This design comes from an exercise in tuning for small area, a short achievable clock period and few clock cycles per item on the open sky130 flow, not from production work.
Function was not checked in any run shown here: the RTL went through the layout flow alone.
Power and IR drop assume default switching activity.

File: design/flow/constraint.sdc
create_clock -name core_clock -period 5.5 [get_ports {clk}]
set_input_delay 1.1000 -clock core_clock [delete_from_list [all_inputs] [get_ports {clk}]]
set_output_delay 1.1000 -clock core_clock [all_outputs]
set_load 0.01 [all_outputs]
File: design/flow/design.v
package alu_pkg;
  localparam int reg_w   = 64;
  localparam int imm_w   = 32;
  localparam int flags_w = 16;
  localparam int adr_w   = 3;
endpackage
`timescale 1ns/10ps
module alu_unit (
  input  logic        clk,
  input  logic        rst,
  input  logic        bus_cyc,
  input  logic        bus_stb,
  input  logic        bus_we,
  input  logic [2:0]  bus_adr,
  input  logic [63:0] bus_wdata,
  output logic        bus_ack,
  output logic [63:0] bus_rdata
);
  logic [63:0] s_q;
  logic [63:0] t_q;
  logic        c_valid;
  logic [63:0] c_tx;
  logic        c_sub;
  logic        c_cfuse;
  logic        c_arith;
  logic        c_keep;
  logic        c_zero;
  logic        c_and;
  logic        c_or;
  logic        c_xor;
  logic        c_sll;
  logic        c_mov;
  logic [3:0]  c_w;
  logic [63:0] q_d  [4];
  logic [4:0]  q_f  [4];
  logic [1:0]  wr_ptr;
  logic [1:0]  rd_ptr;
  logic [2:0]  count;
  logic [4:0]  chain;
  logic [4:0]  last_f;
  logic        pres;
  logic        rd_res;
  logic        wr_acc;
  logic        rd_acc;
  logic        cmd_wr;
  assign pres    = bus_cyc && bus_stb;
  assign rd_res  = !bus_we && (bus_adr == 3'd3);
  assign bus_ack = pres && !(rd_res && (count == 3'd0));
  assign wr_acc  = pres && bus_we;
  assign rd_acc  = pres && rd_res && (count != 3'd0);
  assign cmd_wr  = wr_acc && (bus_adr == 3'd2);
  always_comb begin
    case (bus_adr)
      3'd0:    bus_rdata = s_q;
      3'd1:    bus_rdata = t_q;
      3'd3:    bus_rdata = q_d[rd_ptr];
      3'd4:    bus_rdata = {52'd0, last_f[4], 3'd0, last_f[3], last_f[2], 3'd0, last_f[1], 1'b0, last_f[0]};
      default: bus_rdata = '0;
    endcase
  end
  logic [3:0]  op;
  logic        d_sub;
  logic [63:0] d_t;
  assign op    = bus_wdata[3:0];
  assign d_sub = (op == 4'd1) || (op == 4'd3) || (op == 4'd9);
  assign d_t   = bus_wdata[6] ? {{32{bus_wdata[38]}}, bus_wdata[38:7]} : t_q;
  logic        cin;
  logic [63:0] pp;
  logic [63:0] gg;
  logic [63:0] gk [7];
  logic [63:0] pk [7];
  logic [63:0] carries;
  logic        cout;
  logic [63:0] sum;
  logic        c_hi;
  logic        c_lo;
  logic [63:0] mask;
  logic [63:0] zc;
  logic        zf_add;
  logic [63:0] lraw;
  logic [63:0] lr;
  logic [63:0] sr;
  logic [63:0] r;
  logic        zf_log;
  logic        sf;
  logic [4:0]  f_new;
  assign cin = c_sub ^ (c_cfuse && chain[0]);
  assign pp  = s_q ^ c_tx;
  assign gg  = s_q & c_tx;
  assign gk[0] = {gg[63:1], gg[0] | (pp[0] & cin)};
  assign pk[0] = pp;
  for (genvar l = 0; l < 6; l++) begin : g_ks
    for (genvar i = 0; i < 64; i++) begin : g_bit
      if (i >= (1 << l)) begin : g_op
        assign gk[l+1][i] = gk[l][i] | (pk[l][i] & gk[l][i - (1 << l)]);
        assign pk[l+1][i] = pk[l][i] & pk[l][i - (1 << l)];
      end else begin : g_pass
        assign gk[l+1][i] = gk[l][i];
        assign pk[l+1][i] = pk[l][i];
      end
    end
  end
  assign carries = {gk[6][62:0], cin};
  assign cout    = gk[6][63];
  assign sum     = pp ^ carries;
  assign mask = {{32{c_w[3]}}, {16{c_w[3] | c_w[2]}}, {8{!c_w[0]}}, 8'hff};
  always_comb begin
    case (1'b1)
      c_w[0]:  begin c_hi = carries[8];  c_lo = carries[7];  end
      c_w[1]:  begin c_hi = carries[16]; c_lo = carries[15]; end
      c_w[2]:  begin c_hi = carries[32]; c_lo = carries[31]; end
      default: begin c_hi = cout;        c_lo = carries[63]; end
    endcase
  end
  assign zc     = pp ^ {pp[62:0] | gg[62:0], cin};
  assign zf_add = ((zc & mask) == '0);
  assign lraw = ({64{c_and}} & gg) |
                ({64{c_or}}  & (pp | gg)) |
                ({64{c_xor}} & pp) |
                ({64{c_sll}} & (s_q << c_tx[5:0])) |
                ({64{c_mov}} & c_tx);
  assign lr     = lraw & mask;
  assign sr     = sum & mask;
  assign r      = c_arith ? sr : lr;
  assign zf_log = (lr == '0);
  always_comb begin
    case (1'b1)
      c_w[0]:  sf = r[7];
      c_w[1]:  sf = r[15];
      c_w[2]:  sf = r[31];
      default: sf = r[63];
    endcase
    if (c_keep) begin
      f_new = chain;
    end else begin
      f_new[0] = c_arith && (c_hi ^ c_sub);
      f_new[1] = ~^r[7:0];
      f_new[2] = c_arith ? zf_add : zf_log;
      f_new[3] = sf;
      f_new[4] = c_arith && (c_hi ^ c_lo);
    end
  end
  always_ff @(posedge clk) begin
    if (rst) begin
      c_valid <= 1'b0;
      wr_ptr  <= '0;
      rd_ptr  <= '0;
      count   <= '0;
      chain   <= '0;
      last_f  <= '0;
    end else begin
      c_valid <= cmd_wr;
      if (c_valid) begin
        wr_ptr <= wr_ptr + 2'd1;
        chain  <= f_new;
      end
      if (rd_acc) begin
        rd_ptr <= rd_ptr + 2'd1;
        last_f <= q_f[rd_ptr];
      end
      count <= count + {2'd0, c_valid} - {2'd0, rd_acc};
    end
  end
  always_ff @(posedge clk) begin
    if (wr_acc && bus_adr == 3'd0) s_q <= bus_wdata;
    if (wr_acc && bus_adr == 3'd1) t_q <= bus_wdata;
    if (cmd_wr) begin
      c_tx    <= d_sub ? ~d_t : d_t;
      c_sub   <= d_sub;
      c_cfuse <= (op == 4'd2) || (op == 4'd3);
      c_arith <= (op <= 4'd3) || (op == 4'd9);
      c_keep  <= (op == 4'd8) || (op >= 4'd11);
      c_zero  <= (op == 4'd9) || (op == 4'd10);
      c_and   <= (op == 4'd4) || (op == 4'd10);
      c_or    <= (op == 4'd5);
      c_xor   <= (op == 4'd6);
      c_sll   <= (op == 4'd7);
      c_mov   <= (op == 4'd8) || (op >= 4'd11);
      c_w     <= 4'b0001 << bus_wdata[5:4];
    end
    if (c_valid) begin
      q_d[wr_ptr] <= c_zero ? 64'd0 : r;
      q_f[wr_ptr] <= f_new;
    end
  end
endmodule
File: design/flow/run.sh
#!/bin/bash
# synth_recipe.tcl (not shown) runs the flow's synth.tcl, then flattens the netlist and writes it again
# the make line also repeats each setting of config.mk as NAME=value (left out here)
make -C /OpenROAD-flow-scripts/flow DESIGN_CONFIG=/design/flow/config.mk WORK_HOME=/design/flow/orfs CLKGATE_MAP_FILE= SYNTH_SCRIPT=/design/flow/synth_recipe.tcl finish
File: design/flow/config.mk
export PLATFORM = sky130hd
export DESIGN_NAME = alu_unit
export DESIGN_NICKNAME = alu_unit
export VERILOG_FILES = /design/flow/design.v
export SDC_FILE = /design/flow/constraint.sdc
export NUM_CORES = 4
export LEC_CHECK = 0
export CAP_MARGIN = 20
export CORE_MARGIN = 2
export CORE_UTILIZATION = 40
export GPL_TIMING_DRIVEN = 0
export SETUP_SLACK_MARGIN = 2.0
export SLEW_MARGIN = 20
==> results.cfg, run 1 <==
[timing]
final_max_slew_viol_count = 0
worst_pin_slew_ns = 1.17
finalSetupViolCount = 0
final.setup_skew_ns = 0.0297
finalCriticalPeriod_ns = 4.47
rsz0062_at_grt = true
finalCritPeriodShare_pct = 81.4
slew_headroom_pct = 21.7
setup_tns_ns = 0
fmax_mhz = 224
final-hold-violation-count = 0

[die]
pin_count = 137
die_h_um = 292
core_mm2 = 0.0820
dieArea_mm2 = 0.0850
die_w_um = 292
start_util_pct = 40.4
num_rows = 105

[hold_path]
hold_class = flip-flop to flip-flop

[routing]
drt_pre_antenna_iters = 6
post_drt_via_cell_ratio = 6.33
ant_nets = 0
drcViolationCount = 0
num_vias = 28900
wirelength_um = 151000
drt_first_iter_violations = 3646
wl_per_cell_um = 33.1

[yosys]
syn_inst = 3026
synth_edf_count = 481
synthFlopType = edfxtp_1
avgSynthCellArea_um2 = 10.9
ys_seq_area_share_pct = 44.9
yosysWarnings = 3
syn_nets = 3236
synth_seq_cells = 501
syn_area_mm2 = 0.0331
ys_async_sr_fraction_pct = 0
ys_types = 89

[layout]
fin_area_mm2 = 0.0430
final_layout_size_suffix_gt1_share_pct = 28.0
nNetsFinal = 3656
fin_util_pct = 52.4
syn2layout_area_growth_pct = 29.9

[global_route]
grt_overflow = 0
grt.total_usage_pct = 34.5
grt_pass1_wl_um = 209000
antenna_found_initial = 2
grt_max_degree = 41
grt_pass1_vias = 27500

[cts]
path_clk_slew_ns = 0.06
cts_tree = yes
htree_levels = 2
cts_buffers = 56
cts_sinks = 501
clockRootBuffer = clkbuf_16
clk_latency_ns = 0.65
cts_max_path_buffers = 3

[setup_path]
timing.critical_path.slowest_stage_cell = edfxtp_1
cp_cell_sequence = nand2_2, xor2_4, fa_2, fa_2, nand2b_4, a21oi_4, o221ai_4, a2111oi_4, nor3_4, o311ai_4, buf_6, a31oi_4, buf_6, buf_4, xnor2_2, o22a_1, nor2_4
slowest_delay_ns = 0.62
crit_type = flip-flop to flip-flop
cp-end-kind = flip-flop
critPathRequiredTime_ns = 5.85
crit_fanout = 4
worstPathArrival_ns = 4.82
crit_path_start_kind = flip-flop
crit_family = compound AO/OA/AOI/OAI gates
critPathBufInv = 3

[power_and_ir_drop]
power_density_mw_per_mm2 = 204
irDropWorstVdd_v = 0.000255
leakage_nw = 16.0

[placed_design]
io_buffers = 135
place_hpwl_um = 116000
placed_cell_area_mm2 = 0.0365
gp_congestion = 1.05

[run_status]
status = no timing/DRC/antenna violations

[flow_run]
max_cap_viol_count = 0
sequential cells by signal, summed over array words and instances (netlist names), 2 cells and up, named ones only:
| signal | cells |
|---|---|
| last_f | 5 |
| q_f | 20 |
| c_w | 4 |
| wr_ptr | 2 |
| count | 3 |
| rd_ptr | 2 |
| t_q | 64 |
| chain | 5 |
| c_tx | 64 |
| q_d | 256 |
| s_q | 64 |
report_power, final:
group          total [W]  switching (W)  internal, W
clock            0.00370        0.00162      0.00208
sequential       0.00420      0.0000263      0.00418
combinational   0.000848       0.000488     0.000360
total            0.00875        0.00213      0.00662
final timing paths:
path,startpoint,to,slack [ns],cells after the start
hold reg to reg,chain[4],chain[4],0.48,2
hold / removal,chain[4],chain[4],0.48,2
setup reg to reg,c_cfuse,q_d[2][36],1.03,17
setup / recovery,c_cfuse,q_d[2][36],1.03,17
per-stage QoR:
stage	power [W]	instances	setup slack (ns)	hold WS, ns
2_1_floorplan	0.00464	3026	1.54	0.454
3_3_place_gp	0.00496	4231	-0.959	0.468
3_5_place_dp	0.00497	4255	-0.902	0.476
4_1_cts	0.00869	4482	1.09	0.482
5_1_grt	0.00897	4564	1.03	0.500
6_report	0.00875	4565	1.03	0.483
metal layers:
layer	GRT usage [%]	up-vias	share of wire, %
met5	0	-	0.0086
met4	17.9	2	6.2
met3	9.97	422	11
met2	52.2	1699	44
met1	45.1	14600	39
li1	-	12200	-
cells in the mapped netlist (34+ instances only):
library cell | count | share of area, %
mux2_2 | 34 | 1.2
ha_1 | 135 | 5.1
nor2_1 | 312 | 3.5
xnor2_1 | 166 | 4.4
o21ai_0 | 126 | 1.9
mux4_2 | 128 | 8.7
mux2i_1 | 147 | 4.4
nand2_1 | 184 | 2.1
clkbuf_1 | 157 | 1.8
a21oi_1 | 232 | 3.5
nand4_1 | 34 | 0.64
nand3_1 | 42 | 0.64
a22oi_1 | 43 | 0.98
inv_1 | 168 | 1.9
edfxtp_1 | 481 | 44
buf_1 | 39 | 0.44
cell usage in the layout, fill, tap and decap left out, types with 25 or more instances in the layout:
cell / synthesis / layout
buf_12: 2 / 29
mux4_2: 128 / 128
buf_2: 9 / 34
xor2_1: 30 / 25
a21oi_2: 0 / 54
nor2_1: 312 / 262
nand3_1: 42 / 39
buf_6: 3 / 59
a22oi_1: 43 / 38
ha_1: 135 / 130
buf_4: 12 / 154
o211ai_1: 29 / 29
dlymetal6s2s_1: 0 / 40
clkbuf_2: 0 / 39
a21oi_1: 232 / 167
xnor2_1: 166 / 156
mux2i_1: 147 / 95
clkdlybuf4s50_1: 0 / 68
mux2i_4: 1 / 38
clkbuf_1: 157 / 111
clkbuf_16: 0 / 64
mux2_2: 34 / 27
o21ai_0: 126 / 97
nor2_2: 0 / 35
nand2_1: 184 / 179
nand4_1: 34 / 34
inv_1: 168 / 165
edfxtp_1: 481 / 481
cells by family after synthesis:
kind of cell,Yosys count,synth area share (%)
multiplexers,321,15.2
adder cells (fa/ha/maj),138,5.29
AO/OA/AOI/OAI,731,14.4
XOR/XNOR,196,5.19
AND/OR/NAND/NOR,744,10.2
buffers and inverters,395,4.87
flip-flops,501,44.9
worst reg2reg max path: stages (launching register included):
cell and delay [ns]:
edfxtp_1 0.62, nand2_2 0.17, xor2_4 0.24, fa_2 0.42, fa_2 0.36, nand2b_4 0.17, a21oi_4 0.21, o221ai_4 0.16
a2111oi_4 0.48, nor3_4 0.13, o311ai_4 0.25, buf_6 0.17, a31oi_4 0.12, buf_6 0.17, buf_4 0.13, xnor2_2 0.13
o22a_1 0.20, nor2_4 0.05
final cells by class:
type | instances | area, um^2
plain buffers | 224 | 1690
flip-flops and latches | 501 | 14800
repair buffers | 362 | 3590
fillers | 7305 | 39000
clock buffers | 71 | 1460
diodes | 1 | 2.50
multi-input cells | 2130 | 19000
inverters | 171 | 672
clock inverters | 35 | 335
well taps | 1070 | 1340
what timing repair did:
action                     in CTS  in global routing
setup buffers                 120                 82
hold buffers                    0                  0
setup endpoints to repair     381                374
pin swaps                      59                123
cloned                          1                  0
resized for setup             356                556
==> run 2, diff against run 1 <==
--- a/design/flow/config.mk
+++ b/design/flow/config.mk
@@ -9,5 +9,4 @@
 export CORE_MARGIN = 2
 export CORE_UTILIZATION = 40
-export GPL_TIMING_DRIVEN = 0
 export SETUP_SLACK_MARGIN = 2.0
 export SLEW_MARGIN = 20
==> run 2 against run 1 <==
  * Register-to-register slack improved by 0.05 ns
  * Via count rose by 0.23%
  * Area after synthesis stayed put
  * Critical endpoint is now q_f[1][2]
  * Highest routed layer unchanged
==> results.cfg, run 2 <==
[yosys]
yosys.cell_count.top_type = edfxtp_1
ys_seq_area_share_pct = 44.9
syn_area_mm2 = 0.0331
syn_inst = 3026
avgSynthCellArea_um2 = 10.9
synth_largest_area_cell = edfxtp_1
synth_top_area_share_pct = 43.7
synthFlopType = edfxtp_1
synth_edf_count = 481
synth_seq_cells = 501
syn_nets = 3236
ys_types = 89
synth_common_cells = edfxtp_1 (481), nor2_1 (312), a21oi_1 (232)
ys_async_sr_fraction_pct = 0
synthTopCellsByArea = edfxtp_1 (44%), mux4_2 (8.7%), ha_1 (5.1%)
yosysWarnings = 3

[cts]
path_clk_slew_ns = 0.06
hold_buffers = 0
cts_tree = yes
cts_max_path_buffers = 3
htree_levels = 2
cts_buffers = 54
clk_latency_ns = 0.65
cts_sinks = 501
clockRootBuffer = clkbuf_16

[routing]
ant_nets = 0
drcViolationCount = 0
drt_first_iter_violations = 3809
wl_per_cell_um = 34.4
drt_pre_antenna_iters = 8
post_drt_via_cell_ratio = 6.50
wirelength_um = 153000
num_vias = 29000

[power_and_ir_drop]
p_total_w = 0.00884
power_density_mw_per_mm2 = 210
clockPowerShare_pct = 43.1
power_frac_seq_pct = 47.5
internal_power_w = 0.00670
p_sw_w = 0.00214
power_frac_comb_pct = 9.4
switching_share_pct = 24.2
leakage_nw = 15.4
irDropWorstVdd_v = 0.000212

[layout]
mostFrequentLayoutCell = edfxtp_1
syn2layout_area_growth_pct = 27.2
fillers = 7237
nNetsFinal = 3552
final_layout_size_suffix_gt1_share_pct = 29.5
layout_common_cells = edfxtp_1 (481), nor2_1 (283), buf_4 (244), nand2_1 (181), inv_1 (166)
largest_reg_flops = 256
regMostFlops = q_d

[global_route]
grt_max_degree = 75
grt.total_usage_pct = 35.2
grt_pass1_vias = 27500
grt_overflow = 0
grt_pass1_wl_um = 214000
antenna_found_initial = 9

[setup_path]
cp-end-kind = flip-flop
worstReg2RegEnd = q_f[1][2]
critPathRequiredTime_ns = 5.96
crit_path_start_kind = flip-flop
reg2reg_from = c_tx[1]
worstPathArrival_ns = 4.89
rrSetupSlack_ns = 1.08
r2r_cells = 13
crit_type = flip-flop to flip-flop
crit_fanout = 6

[placed_design]
io_buffers = 136
place_hpwl_um = 110000
gp_congestion = 1.05

[die]
pin_count = 137
num_rows = 105
dieArea_mm2 = 0.0850
start_util_pct = 40.4
core_mm2 = 0.0820
die_h_um = 292
die_w_um = 292

[timing]
final.setup_skew_ns = 0.0238
finalCritPeriodShare_pct = 80.4
fmax_mhz = 226
final-hold-violation-count = 0
slew_headroom_pct = 7.69
finalCriticalPeriod_ns = 4.42
final_max_slew_viol_count = 0
setup_tns_ns = 0
rsz0062_at_grt = true
worst_pin_slew_ns = 1.37
finalSetupViolCount = 0

[flow_run]
max_cap_viol_count = 0

[hold_path]
hp-start = chain[4]
hold_class = flip-flop to flip-flop
hold_path_depth = 2
hold_end = chain[4]

[run_status]
status = no timing/DRC/antenna violations
## run 2: changes by cell type in the layout (fill, tap and decap cells not counted), moves of 13 or more
cell	change
clkbuf_1	-109
clkbuf_2	-20
a21oi_1	-19
dlymetal6s2s_1	-40
nor2_1	+21
mux2i_4	-25
a21oi_2	+18
buf_4	+90
buf_8	-13
buf_6	-15
mux2i_1	+24
clkbuf_4	-18
## run 2: logic make-up (layout without fill, tap and decap cells)
group                      count (synthesis)  count (layout)  share of synthesized area [%]
and+or+nand+nor                          744             744                           10.2
DFF                                      501             501                           44.9
muxes                                    321             321                           15.2
AOI/OAI and AO/OA                        731             731                           14.4
adders and majority gates                138             138                           5.29
xor gates and xnor gates                 196             196                           5.19
other                                      0               4                              0
buffers and inverters                    395             753                           4.87
## run 2: power groups by stage
stage	Clock, W	Combinational, W	Sequential (W)
after floorplan	0	0.000368	0.00427
after global placement	0	0.000683	0.00428
after detailed placement	0	0.000688	0.00428
after CTS	0.00387	0.000765	0.00420
after global routing	0.00402	0.000858	0.00420
final	0.00381	0.000826	0.00420
## run 2: through the flow
stage / instances / area [um^2] / hold WS, ns / setup WS (ns) / utilization [%]
3_3_place_gp: 4136 / 36100 / 0.469 / 0.484 / 44.0
4_1_cts: 4388 / 40800 / 0.509 / 1.26 / 49.7
6_report: 4458 / 42100 / 0.514 / 1.08 / 51.3
2_1_floorplan: 3026 / 33400 / 0.454 / 1.54 / -
3_5_place_dp: 4136 / 36100 / 0.494 / 0.535 / 44.0
5_1_grt: 4454 / 42100 / 0.528 / 1.03 / 51.3
## run 2: worst max-delay path by stage
| stage | from | endpoint | slack [ns] | cells after the start |
|---|---|---|---|---|
| final | c_tx[1] | q_f[1][2] | 1.08 | 13 |
| after global routing | s_q[41] | q_f[2][4] | 1.03 | 13 |
| after CTS | c_tx[1] | q_f[0][2] | 1.26 | 12 |
| after detailed placement | c_tx[1] | chain[2] | 0.53 | 11 |
| after global placement | c_tx[1] | chain[2] | 0.48 | 11 |
| after floorplan | bus_adr[2] | c_and | 1.54 | 2 |
## run 2: per-layer routing
| layer | global-route usage [%] | vias up | wire length [um] |
|---|---|---|---|
| li1 | - | 12000 | - |
| met1 | 50.0 | 14800 | 63800 |
| met2 | 53.3 | 1763 | 67500 |
| met3 | 7.74 | 357 | 15600 |
| met4 | 11.6 | 10 | 6370 |
| met5 | 0 | - | 60 |
## run 2: timing repair
item	4_1_cts	5_1_grt
endpoints found under the setup margin	296	294
pin swaps	89	89
gates cloned	13	2
buffers inserted	141	64
resized for setup	497	226
## run 2: critical path, stage by stage, from the launching register on
cell and delay (ns):
edfxtp_1 0.39, buf_6 0.20, buf_16 0.15, buf_12 0.10, mux4_2 0.55, mux2i_1 0.53, nor3_1 0.09, o21ai_0 0.26
o21ai_0 0.50, o41ai_2 0.56, buf_4 0.18, nand4_1 0.10, o31a_1 0.41, a21oi_2 0.21
## run 2: layout make-up
| type | count | area, um^2 | share of cell area [%] |
|---|---|---|---|
| Tap cell | 1070 | 1340 | 3.18 |
| Multi-Input combinational cell | 2130 | 18600 | 44.3 |
| Sequential cell | 501 | 14900 | 35.3 |
| Antenna cell | 4 | 10.0 | 0.0238 |
| Clock buffer | 60 | 1410 | 3.36 |
| Inverter | 171 | 686 | 1.63 |
| Clock inverter | 38 | 430 | 1.02 |
| Timing Repair Buffer | 484 | 4720 | 11.2 |
==> run 3, diff against run 2 <==
--- a/design/flow/design.v
+++ b/design/flow/design.v
@@ -78,5 +78,4 @@
   logic [63:0] zc;
   logic        zf_add;
-  logic [63:0] lraw;
   logic [63:0] lr;
   logic [63:0] sr;
@@ -115,13 +114,15 @@
   assign zc     = pp ^ {pp[62:0] | gg[62:0], cin};
   assign zf_add = ((zc & mask) == '0);
-  assign lraw = ({64{c_and}} & gg) |
+  logic [63:0] shl;
+  logic [63:0] braw;
+  assign shl  = (s_q << c_tx[5:0]) & mask;
+  assign braw = ({64{c_and}} & gg) |
                 ({64{c_or}}  & (pp | gg)) |
                 ({64{c_xor}} & pp) |
-                ({64{c_sll}} & (s_q << c_tx[5:0])) |
                 ({64{c_mov}} & c_tx);
-  assign lr     = lraw & mask;
+  assign lr     = (braw & mask) | ({64{c_sll}} & shl);
   assign sr     = sum & mask;
   assign r      = c_arith ? sr : lr;
-  assign zf_log = (lr == '0);
+  assign zf_log = c_sll ? (shl == '0) : ((braw & mask) == '0);
   always_comb begin
     case (1'b1)
@@ -165,5 +166,5 @@
     if (wr_acc && bus_adr == 3'd0) s_q <= bus_wdata;
     if (wr_acc && bus_adr == 3'd1) t_q <= bus_wdata;
-    if (cmd_wr) begin
+    begin
       c_tx    <= d_sub ? ~d_t : d_t;
       c_sub   <= d_sub;
==> run 3 against run 2 <==
  * Power grew 26%
  * Cell area shrank 1.7%
  * Setup slack gained 0.47 ns
  * Largest cell class unchanged
  * Largest power group unchanged
==> results.cfg, run 3 <==
[run_status]
status = no timing/DRC/antenna violations

[timing]
final-hold-violation-count = 0
slew_headroom_pct = 14.4
fmax_mhz = 253
worst_pin_slew_ns = 1.28
finalCriticalPeriod_ns = 3.96
final_max_slew_viol_count = 0
finalCritPeriodShare_pct = 71.9
setup_tns_ns = 0
final.setup_skew_ns = 0.0207
setup_ws_ns = 1.54
rsz0062_at_grt = true
finalSetupViolCount = 0

[global_route]
use_met1_pct = 42.1
grt_busiest_layer = met2
grtUsageMet2_pct = 49.5
grt.total_usage_pct = 31.1
grt_use_met3_pct = 4.94
antenna_found_initial = 0
grt_pass1_wl_um = 190000
grt_pass1_vias = 26700
grt_max_degree = 65
grt_overflow = 0

[yosys]
synthFlopType = edfxtp_1
ys_types = 81
ys_async_sr_fraction_pct = 0
avgSynthCellArea_um2 = 10.5
synth_compound_area_share_pct = 15.0
synth_simple_gate_area_share_pct = 10.3
syn_nets = 3322
ys_seq_area_share_pct = 43.2
synth_seq_cells = 501
synth_top_family_by_area = multiplexers
yosysWarnings = 3
yosys.cell_count.top_type = edfxtp_1
syn_inst = 3112
synth.area.mux_share_pct = 15.8
yosys.area_share.adder_pct = 5.40
synth_largest_area_cell = edfxtp_1
synth_edf_count = 404
synthTopCellsByArea = edfxtp_1 (37%), mux4_2 (9.3%), dfxtp_1 (6.0%)
synth-xor-area-share_pct = 5.37
syn_area_mm2 = 0.0326
synth_top_area_share_pct = 37.2
synth_common_cells = edfxtp_1 (404), nor2_1 (333), a21oi_1 (295)

[routing]
drt_pre_antenna_iters = 5
drcViolationCount = 0
wirelength_um = 133000
drt_first_iter_violations = 3146
ant_nets = 0
num_vias = 28200
post_drt_via_cell_ratio = 6.27
wl_per_cell_um = 29.7

[die]
start_util_pct = 40.5
dieArea_mm2 = 0.0838
num_rows = 104
core_mm2 = 0.0805
die_h_um = 289
die_w_um = 289
pin_count = 137

[layout]
nNetsFinal = 3598
syn2layout_area_growth_pct = 26.9
final_layout_size_suffix_gt1_share_pct = 28.2
instances_no_fill = 4493
largest_reg_flops = 256
mostFrequentLayoutCell = edfxtp_1
fillers = 7212
seq_area_mm2 = 0.0141
regMostFlops = q_d
antenna_cells = 0
layout_common_cells = edfxtp_1 (404), nor2_1 (314), buf_4 (217), nand2_1 (203), a21oi_1 (201)
multi_input_area_mm2 = 0.0188

[cts]
cts_sinks = 501
clk_latency_ns = 0.63
htree_levels = 2
cts_tree = yes
clockRootBuffer = clkbuf_16
cts_buffers = 53
path_clk_slew_ns = 0.06
cts_max_path_buffers = 3

[power_and_ir_drop]
p_total_w = 0.0111
leakage_nw = 15.4
power_density_mw_per_mm2 = 269
irDropWorstVdd_v = 0.000279

[setup_path]
crit_top_cell = buf_4
crit_type = flip-flop to flip-flop
cp-end-kind = flip-flop
crit_path_start_kind = flip-flop
crit_fanout = 8
critPathRequiredTime_ns = 5.99
timing.critical_path.slowest_stage_cell = dfxtp_4
cp_cell_sequence = buf_12, buf_8, mux4_2, buf_4, mux2i_2, and2_1, inv_1, o32ai_1, a2111oi_1, buf_4, nor4_4, nand4_1, o31ai_4, mux2_4
worstPathArrival_ns = 4.44
slowest_delay_ns = 0.51

[placed_design]
dp_cells = 4134
dp_slack_ns = 0.623
gp_congestion = 1.09
place_hpwl_um = 89800
io_buffers = 136

[hold_path]
hold_class = flip-flop to flip-flop

[flow_run]
max_cap_viol_count = 0
run 3: changes by cell type in the layout (fill, tap and decap cells not counted), moves of 28 or more:
cell / before / now
a21oi_1: 148 / 201
dfxtp_1: 17 / 82
a22oi_1: 40 / 12
ha_1: 127 / 98
nor2_1: 283 / 314
edfxtp_1: 481 / 404
run 3: timing repair:
action | CTS | global route
setup buffers | 168 | 77
setup endpoints to repair | 298 | 246
cloned | 13 | 1
gates resized for setup | 481 | 224
hold buffers | 0 | 0
pin swaps | 65 | 93
run 3: worst max-delay path, delay by kind of cell (launching register included):
| kind | cells | cell delay, ns |
|---|---|---|
| compound gates | 3 | 0.83 |
| buf+inv | 5 | 0.69 |
| flops | 1 | 0.51 |
| mux | 3 | 0.96 |
| simple gates | 3 | 0.85 |
run 3: path summary, 6_finish.rpt:
check            from        end  slack [ns]  depth (start not counted)
max           c_tx[1]  q_f[0][2]        1.54                         14
min          chain[0]   chain[0]        0.48                          2
max reg2reg   c_tx[1]  q_f[0][2]        1.54                         14
min reg2reg  chain[0]   chain[0]        0.48                          2
run 3: stage by stage:
stage	instance area, um^2	utilization (%)	hold WS, ns
after global placement	35100	43.6	0.446
after global routing	41400	51.4	0.495
after CTS	39900	49.6	0.472
after floorplan	33000	-	0.437
final	41400	51.4	0.477
after detailed placement	35100	43.6	0.463
run 3: logic make-up after synthesis:
group | after synthesis
XOR/XNOR | 200
adder cells (fa/ha/maj) | 139
AO/OA/AOI/OAI | 779
multiplexers | 326
AND/OR/NAND/NOR | 753
buffers and inverters | 414
flip-flops | 501
run 3: per-layer routing:
layer  vias up  part of all wire (%)
li1      12100                     -
met1     14200                    40
met2      1605                    46
met3       317                   8.8
met4         0                   5.2
met5         -                     0
run 3: area by class of cell:
class,count,area share (%)
Multi-Input combinational cell,2197,45.4
Timing Repair Buffer,466,11.4
Clock buffer,69,3.53
Tap cell,1060,3.21
Sequential cell,501,34.1
Clock inverter,31,0.768
Inverter,169,1.62
run 3: where the power goes:
part	switching, W	leakage [nW]	internal (W)
Clock	0.00153	0.885	0.00215
Combinational	0.00188	10.0	0.00127
Sequential	0.0000925	4.47	0.00420
Total	0.00350	15.4	0.00763
==> run 4, diff against run 3 <==
--- a/design/flow/config.mk
+++ b/design/flow/config.mk
@@ -9,4 +9,4 @@
 export CORE_MARGIN = 2
 export CORE_UTILIZATION = 40
-export SETUP_SLACK_MARGIN = 2.0
+export SETUP_SLACK_MARGIN = 1.0
 export SLEW_MARGIN = 20
==> run 4 against run 3 <==
  * Power decreased by 3.7%
  * Register-to-register slack lost 0.47 ns
  * Critical endpoint is now q_d[0][59]
  * Still clean
  * Largest power group unchanged
  * Core utilization shrank 5.5 points
  * Largest cell class unchanged
  * Maximum frequency decreased by 11%
  * Cell area is 11% lower
  * Clock power is 5% higher
  * Clock-buffer cell count down 2
==> results.cfg, run 4 <==
[yosys]
synth_top_area_share_pct = 37.2
ys_seq_area_share_pct = 43.2
synthTopCellsByArea = edfxtp_1 (37%), mux4_2 (9.3%), dfxtp_1 (6.0%)
ys_types = 81
syn_area_mm2 = 0.0326
synth_common_cells = edfxtp_1 (404), nor2_1 (333), a21oi_1 (295)
avgSynthCellArea_um2 = 10.5
yosys.cell_count.top_type = edfxtp_1
synth_seq_cells = 501
syn_nets = 3322
yosysWarnings = 3
syn_inst = 3112
synth_edf_count = 404
synth_largest_area_cell = edfxtp_1
ys_async_sr_fraction_pct = 0
synthFlopType = edfxtp_1

[routing]
wirelength_um = 119000
ant_nets = 0
drt_first_iter_violations = 2935
post_drt_via_cell_ratio = 6.19
drt_pre_antenna_iters = 6
wl_per_cell_um = 28.1
num_vias = 26200
drcViolationCount = 0

[die]
die_h_um = 289
num_rows = 104
core_mm2 = 0.0805
die_w_um = 289
pin_count = 137
start_util_pct = 40.5
dieArea_mm2 = 0.0838

[cts]
clk_latency_ns = 0.61
cts_buffers = 53
htree_levels = 2
cts_max_path_buffers = 3
path_clk_slew_ns = 0.06
cts_tree = yes
cts_sinks = 501
hold_buffers = 0
clockRootBuffer = clkbuf_16

[setup_path]
worstPathArrival_ns = 4.72
crit_type = flip-flop to flip-flop
crit_fanout = 9
cp-end-kind = flip-flop
r2r_cells = 15
crit_path_start_kind = flip-flop
critPathRequiredTime_ns = 5.79

[layout]
antenna_cells = 0
fillers = 7540
nNetsFinal = 3347
largest_reg_flops = 256
mostFrequentLayoutCell = edfxtp_1
multi_input_area_mm2 = 0.0170
syn2layout_area_growth_pct = 13.2
layout_common_cells = edfxtp_1 (404), nor2_1 (333), a21oi_1 (294), nand2_1 (212), xnor2_1 (166)
regMostFlops = q_d
seq_area_mm2 = 0.0141
fin_area_mm2 = 0.0369
final_layout_size_suffix_gt1_share_pct = 11.7

[global_route]
antenna_found_initial = 2
grt_overflow = 0
grt_pass1_vias = 25200
grt.total_usage_pct = 28.1
grt_max_degree = 80
grt_pass1_wl_um = 174000

[timing]
fmax_mhz = 226
worst_pin_slew_ns = 1.21
final.setup_skew_ns = 0.0123
finalCritPeriodShare_pct = 80.5
finalCriticalPeriod_ns = 4.43
final-hold-violation-count = 0
setup_ws_ns = 1.07
final_max_slew_viol_count = 0
setup_tns_ns = 0
rsz0062_at_grt = false
slew_headroom_pct = 18.9
finalSetupViolCount = 0

[power_and_ir_drop]
power_frac_seq_pct = 40.1
internal_power_w = 0.00748
p_sw_w = 0.00324
p_total_w = 0.0107
power_frac_comb_pct = 24.0
leakage_nw = 13.4
switching_share_pct = 30.2
power_density_mw_per_mm2 = 290
clockPowerShare_pct = 35.9
irDropWorstVdd_v = 0.000240

[placed_design]
gp_congestion = 1.03
place_hpwl_um = 88800
placed_cell_area_mm2 = 0.0350
io_buffers = 136
dp_slack_ns = 0.859

[hold_path]
hold_path_depth = 2
hold_class = flip-flop to flip-flop

[flow_run]
max_cap_viol_count = 0

[run_status]
status = no timing/DRC/antenna violations
run 4: cell types whose count changed in the layout (fill, tap and decap cells not counted), moves of 27 or more:
cell	before	now
buf_4	217	73
a21oi_1	201	294
a21oi_2	85	1
clkdlybuf4s50_1	66	132
buf_6	51	2
ha_1	98	134
buf_12	30	3
run 4: cells by family (layout without fill, tap and decap cells):
| kind of cell | after synthesis | in the layout | synth area share [%] |
|---|---|---|---|
| flip-flops | 501 | 501 | 43.2 |
| multiplexers | 326 | 326 | 15.8 |
| adder cells (fa/ha/maj) | 139 | 139 | 5.40 |
| AO/OA/AOI/OAI | 779 | 779 | 15.0 |
| buffers and inverters | 414 | 483 | 4.97 |
| AND/OR/NAND/NOR | 753 | 753 | 10.3 |
| XOR/XNOR | 200 | 200 | 5.37 |
run 4: critical path: stages (launching register included):
cell	delay [ns]
edfxtp_1	0.61
inv_1	0.09
ha_1	0.42
a21oi_1	0.34
nand2b_1	0.15
o211ai_1	0.39
a31o_2	0.29
o31ai_1	0.12
buf_4	0.18
a21oi_2	0.39
o21ai_0	0.16
buf_4	0.17
a21oi_1	0.25
o21ai_0	0.17
xnor2_1	0.16
o2bb2ai_1	0.22
run 4: repair_timing:
item | 4_1_cts | 5_1_grt
buffers inserted | 0 | 0
cloned | 0 | 1
endpoints found under the setup margin | 8 | 56
resized for setup | 1 | 9
hold endpoints to repair | 0 | 0
run 4: worst paths after layout:
kind | start | to | slack (ns)
hold / removal | chain[4] | chain[4] | 0.47
hold reg to reg | chain[4] | chain[4] | 0.47
setup / recovery | s_q[6] | q_d[0][59] | 1.07
setup reg to reg | s_q[6] | q_d[0][59] | 1.07
run 4: layout make-up:
type	instances	share of cell area, %
Multi-Input combinational cell	2197	46.0
Sequential cell	501	38.2
Timing Repair Buffer	215	5.47
Clock buffer	67	3.88
Tap cell	1060	3.59
Inverter	169	1.72
Clock inverter	32	1.18
run 4: power groups by stage:
stage                     clock, W  combinational [W]  sequential [W]
after floorplan                  0            0.00164         0.00432
after global placement           0            0.00249         0.00437
after detailed placement         0            0.00248         0.00437
after CTS                  0.00390            0.00250         0.00429
after global routing       0.00405            0.00271         0.00430
final                      0.00385            0.00257         0.00430
run 4: routing by layer:
| metal | track usage (%) | wire, um |
|---|---|---|
| met5 | 0 | 33 |
| met4 | 9.76 | 4500 |
| met3 | 3.59 | 8880 |
| met2 | 44.9 | 55400 |
| met1 | 39.3 | 50500 |
run 4: metrics by stage:
stage                     std cells  util (%)  hold WS [ns]
after floorplan                3112         -         0.437
after global placement         4141      43.4         0.448
after detailed placement       4141      43.4         0.453
after CTS                      4240      45.8         0.462
after global routing           4241      45.8         0.484
final                          4241      45.8         0.466

## re-timing with driven ports
How much do the figures lean on ideal ports? The routed layouts below were timed once more, with nothing changed but the port constraints. Step 1 sets driving cells, clkbuf_16 on the clock port and buf_2 on the other inputs (assumed; they add their load-dependent delay and slew). Step 2 also shifts input and output timing later by t, the mid clock arrival at the registers, as if the neighbouring blocks saw the same clock. a / b / c = ideal ports / drivers / drivers and shift; a / b = the first two.
run | t (ns) | setup slack, ns | worst slew at a driven data input, ns
run 1 | 0.708 | 1.026 / 1.026 / 1.026 | 0.06
run 2 | 0.707 | 1.077 / 1.077 / 1.077 | 0.16
run 3 | 0.684 | 1.543 / 1.543 / 1.543 | 0.08
run 4 | 0.671 | 1.071 / 1.071 / 1.071 | 0.05
After both steps setup and hold are still met in every run listed.
